What follows belongs to an exercise in optimizing a design on an open flow for small area; a production flow would make more cautious choices.
Function was checked by simulation only, so behaviour that the tests miss may differ from the original.
Power and IR drop assume default switching activity.

== quartz ==
==> flow/design.v <==
package avalon_pkg;
    typedef logic [32-1:0] bus_word_t;
    typedef logic [31:0] bus_addr_t;           
    typedef logic [16-1:0] burst_cnt_t;  
    localparam int BYTES_PER_WORD = 32 / 8;
endpackage
package dma_pkg;
    typedef struct packed {
        logic [31:0] control;
        logic [31:0] pkt_begin;      
        logic [31:0] pkt_end;        
        logic [31:0] write_address;  
    } wr_desc_t;
    localparam int CTRL_IRQ_EN = 0;
    typedef enum logic [1:0] {
        st_idle,
        st_run,   
        st_done   
    } wr_state_t;
endpackage
module dma_write_top (
    input  logic                   clk,
    input  logic                   reset,
    input  logic                   desc_push,
    input  logic [31:0]            desc_control,
    input  logic [31:0]            desc_pkt_begin,
    input  logic [31:0]            desc_pkt_end,
    input  logic [31:0]            desc_write_address,
    output logic                   desc_full,
    input  logic                   data_push,
    input  avalon_pkg::bus_word_t  data_in,
    output logic                   data_full,
    output avalon_pkg::bus_addr_t  avm_address,
    output avalon_pkg::bus_word_t  avm_writedata,
    output logic                   avm_write,
    output avalon_pkg::burst_cnt_t avm_burstcount,
    input  logic                   avm_waitrequest,
    output logic                   busy,
    output logic                   done_irq,
    output logic [15:0]            xfer_count,
    output logic [15:0]            drop_count
);
    localparam int DW = 41;  
    logic [8:0]  wdiff;
    logic [22:0] carry;
    logic        len_ok;
    logic [7:0]  wcnt;
    assign wdiff    = {1'b0, desc_pkt_end[9:2]} - {1'b0, desc_pkt_begin[9:2]};
    assign carry[0] = wdiff[8];
    for (genvar i = 0; i < 22; i++) begin : g_carry
        assign carry[i+1] = carry[i] & desc_pkt_begin[10+i];
    end
    assign len_ok = (desc_pkt_end[1:0] == 2'b00) && (desc_pkt_begin[1:0] == 2'b00)
                 && ((desc_pkt_end[31:10] ^ desc_pkt_begin[31:10]) == carry[21:0]) && !carry[22];
    assign wcnt   = len_ok ? wdiff[7:0] : 8'd0;  
    logic [DW-1:0] dmem [4];
    logic [2:0]    didx;
    logic          dempty, dpush, dpop;
    logic [DW-1:0] dq;  
    assign desc_full = (didx == 3'd3);
    assign dempty    = didx[2];
    assign dpush     = desc_push && !desc_full;
    logic [31:0] mem [16];
    logic [4:0]  idx;
    logic        empty, push, pop;
    logic [31:0] pend_data;
    assign data_full = (idx == 5'd15);
    assign empty     = idx[4];
    assign push      = data_push && !data_full;
    typedef enum logic [1:0] {s_idle, s_check, s_run, s_done} state_t;
    state_t      state;
    logic [7:0]  fetch_left;  
    logic        hold_valid, pend, accept, move, ok, last;
    logic [31:0] hold_data;
    assign ok     = (dq[39:32] != 8'd0);
    assign dpop   = (state == s_idle) && !dempty;
    assign accept = hold_valid && !avm_waitrequest;
    assign move   = pend && (!hold_valid || accept);
    assign pop    = (state == s_run) && (fetch_left != 8'd0)
                 && !empty && (!pend || move);
    assign last   = (fetch_left == 8'd0) && !pend;
    assign busy           = state[1];
    assign done_irq       = (state == s_done) && dq[40];
    assign avm_address    = dq[31:0];
    assign avm_burstcount = {8'd0, dq[39:32]};
    assign avm_write      = hold_valid;
    assign avm_writedata  = hold_data;
    always_ff @(posedge clk) begin
        if (!reset) begin
            didx       <= '1;
            idx        <= '1;
            state      <= s_idle;
            hold_valid <= 1'b0;
            pend       <= 1'b0;
            xfer_count <= '0;
            drop_count <= '0;
        end else begin
            case ({dpush, dpop})
                2'b10:   didx <= didx + 1'b1;
                2'b01:   didx <= didx - 1'b1;
                default: ;
            endcase
            case ({push, pop})
                2'b10:   idx <= idx + 1'b1;
                2'b01:   idx <= idx - 1'b1;
                default: ;
            endcase
            case (state)
                s_idle:  if (dpop) state <= s_check;
                s_check: begin
                    if (ok) state <= s_run;
                    else begin
                        state      <= s_idle;
                        drop_count <= drop_count + 16'd1;
                    end
                end
                s_run:   if (accept && last) state <= s_done;
                s_done:  begin
                    state      <= s_idle;
                    xfer_count <= xfer_count + 16'd1;
                end
            endcase
            if (move)        hold_valid <= 1'b1;
            else if (accept) hold_valid <= 1'b0;
            if (pop)         pend <= 1'b1;
            else if (move)   pend <= 1'b0;
        end
    end
    logic [31:0] rdata;
    always_comb begin
        rdata = '0;
        for (int i = 0; i < 16; i++) rdata = rdata | (mem[i] & {32{idx[3:0] == 4'(i)}});
    end
    logic [DW-1:0] drdata;
    always_comb begin
        drdata = '0;
        for (int i = 0; i < 4; i++) drdata = drdata | (dmem[i] & {DW{didx[1:0] == 2'(i)}});
    end
    always_ff @(posedge clk) begin
        if (state == s_check)    fetch_left <= dq[39:32];
        else if (pop)            fetch_left <= fetch_left - 1'b1;
        if (dpush) begin
            dmem[0] <= {desc_control[0], wcnt, desc_write_address};
            for (int i = 1; i < 4; i++) dmem[i] <= dmem[i-1];
        end
        if (dpop)  dq <= drdata;
        if (push) begin
            mem[0] <= data_in;
            for (int i = 1; i < 16; i++) mem[i] <= mem[i-1];
        end
        if (pop)   pend_data <= rdata;
        if (move)  hold_data <= pend_data;
    end
endmodule
export LEC_CHECK = 0
export CAP_MARGIN = 20
export CORE_MARGIN = 2
export CORE_UTILIZATION = 78
export CTS_BUF_LIST = sky130_fd_sc_hd__clkbuf_8
export CTS_CLUSTER_DIAMETER = 70
export CTS_CLUSTER_SIZE = 18
export PLACE_DENSITY = 0.86
export SLEW_MARGIN = 20
create_clock -name core_clock -period 5.0 [get_ports {clk}]
standard.sh (not shown) runs the stock make flow with config.mk's settings and CLKGATE_MAP_FILE= SYNTH_SCRIPT=/design/flow/synth_recipe.tcl, a recipe that flattens the netlist after the stock synthesis.
==> flow/flow/run.sh <==
#!/bin/bash
# The standard layout, with the port buffers made of the smallest buffer cell instead of
# the resizer's default pick (clkdlybuf4s50_1).
set -uo pipefail
bash standard.sh "BUFFER_PORTS_ARGS=-buffer_cell sky130_fd_sc_hd__buf_1" REMOVE_ABC_BUFFERS=1 finish > standard_flow.log 2>&1
status=$?
tail -40 standard_flow.log
exit $status
Input-level comparison between maple and quartz:
Settings: swapping 78 for 74 in CORE_UTILIZATION; swapping 0.86 for 0.82 in PLACE_DENSITY.
-- flow/flow/run.sh --
<<< quartz, line 5
bash standard.sh "BUFFER_PORTS_ARGS=-buffer_cell sky130_fd_sc_hd__buf_1" REMOVE_ABC_BUFFERS=1 finish > standard_flow.log 2>&1
>>> maple, line 5
bash standard.sh "BUFFER_PORTS_ARGS=-buffer_cell sky130_fd_sc_hd__buf_1" REMOVE_ABC_BUFFERS=1 RECOVER_POWER=100 finish > standard_flow.log 2>&1
## What came out
Compared maple against quartz; combined flip-flop and latch cell area within noise. Setup WNS quartz -> maple: worse. End point of the critical path: dmem[0][35] -> quartz, pend_data[9] -> maple. Summary of the comparison: pin count of the biggest net entering global routing is lower in maple, relative to quartz. maple finished every stage; the final checks, however, were not passed, the failures being capacitance limit, slew limit. Between maple and quartz, the count of non-filler cells in the finished layout is higher for maple. For fraction of area in clock buffers and inverters, maple and quartz come out practically identical. Per the comparison of maple with quartz, total number of cells along the worst setup path now smaller, non-clock buffer total of the final layout shrank by 3, later-pin clock latency in the skew report up 0.02 ns, die area increased by 5.3% relative to the old numbers.
#### Input delta (raven over maple)
Settings: CTS_BUF_LIST changed from sky130_fd_sc_hd__clkbuf_8 to sky130_fd_sc_hd__clkbuf_4 sky130_fd_sc_hd__clkbuf_8.
-- flow/flow/run.sh --
<<< maple, line 5
bash standard.sh "BUFFER_PORTS_ARGS=-buffer_cell sky130_fd_sc_hd__buf_1" REMOVE_ABC_BUFFERS=1 RECOVER_POWER=100 finish > standard_flow.log 2>&1
>>> raven, line 5
bash standard.sh "BUFFER_PORTS_ARGS=-buffer_cell sky130_fd_sc_hd__buf_1" REMOVE_ABC_BUFFERS=1 finish > standard_flow.log 2>&1
==> comparison <==
- raven completed; timing, DRC and antenna clean
- raven against maple: count of antenna-violating nets left after detailed routing now sits at about the same level, routed wire length went up, cell internal power dissipation shows an increase of about 1.1%, maximum vdd ir drop fell 0.73%.
- Fraction of power consumed by combinational cells: maple vs raven, no meaningful difference
- Summary — worst hold slack, raven relative to maple: higher, by 0.0037 ns.
- Any difference in clock network latency to the later pin of the worst-skew pair between maple and raven is small enough to ignore.
- Between maple and raven, the via count does not differ in any meaningful way.
### raven -> cedar
Settings: CTS_BUF_LIST changed from sky130_fd_sc_hd__clkbuf_4 sky130_fd_sc_hd__clkbuf_8 to sky130_fd_sc_hd__clkbuf_8.
--- outcome ---
- The met1 demand-to-capacity share in global routing was comparable across cedar and raven.
- Going from raven to cedar, routed wire length shrank slightly.
- Share of the cycle needed by the critical path after routing delta (cedar -> raven): insignificant
- Final routed wire length divided by cell count, cedar and raven: larger value in raven
- cedar and raven ended up with nearly the same critical path depth.

[static timing again, ports no longer ideal]
No port has a modelled driver above. Below, the same layouts with a new extraction and two added sets of constraints. Step 1 assumes that a clkbuf_16 drives the clock port and a buf_2 every other input. Step 2 also shifts input and output timing later by t, the mid clock arrival at the registers, as if the neighbouring blocks saw the same clock. Slacks: ideal / step 1 / step 2; pairs: ideal / step 1.
| run | shift t [ns] | slack for setup (ns) | pins driven straight from the clock port |
|---|---|---|---|
| quartz | 0.716 | 1.355 / 1.386 / 0.669 | 1 |
| maple | 0.736 | 1.078 / 1.078 / 0.472 | 1 |
| raven | 0.730 | 1.438 / 1.465 / 0.735 | 1 |
| cedar | 0.731 | 1.433 / 1.462 / 0.731 | 1 |
The setup slack of raven, which loses most, moves by +0.027 ns with the drivers and by -0.703 ns with both steps.
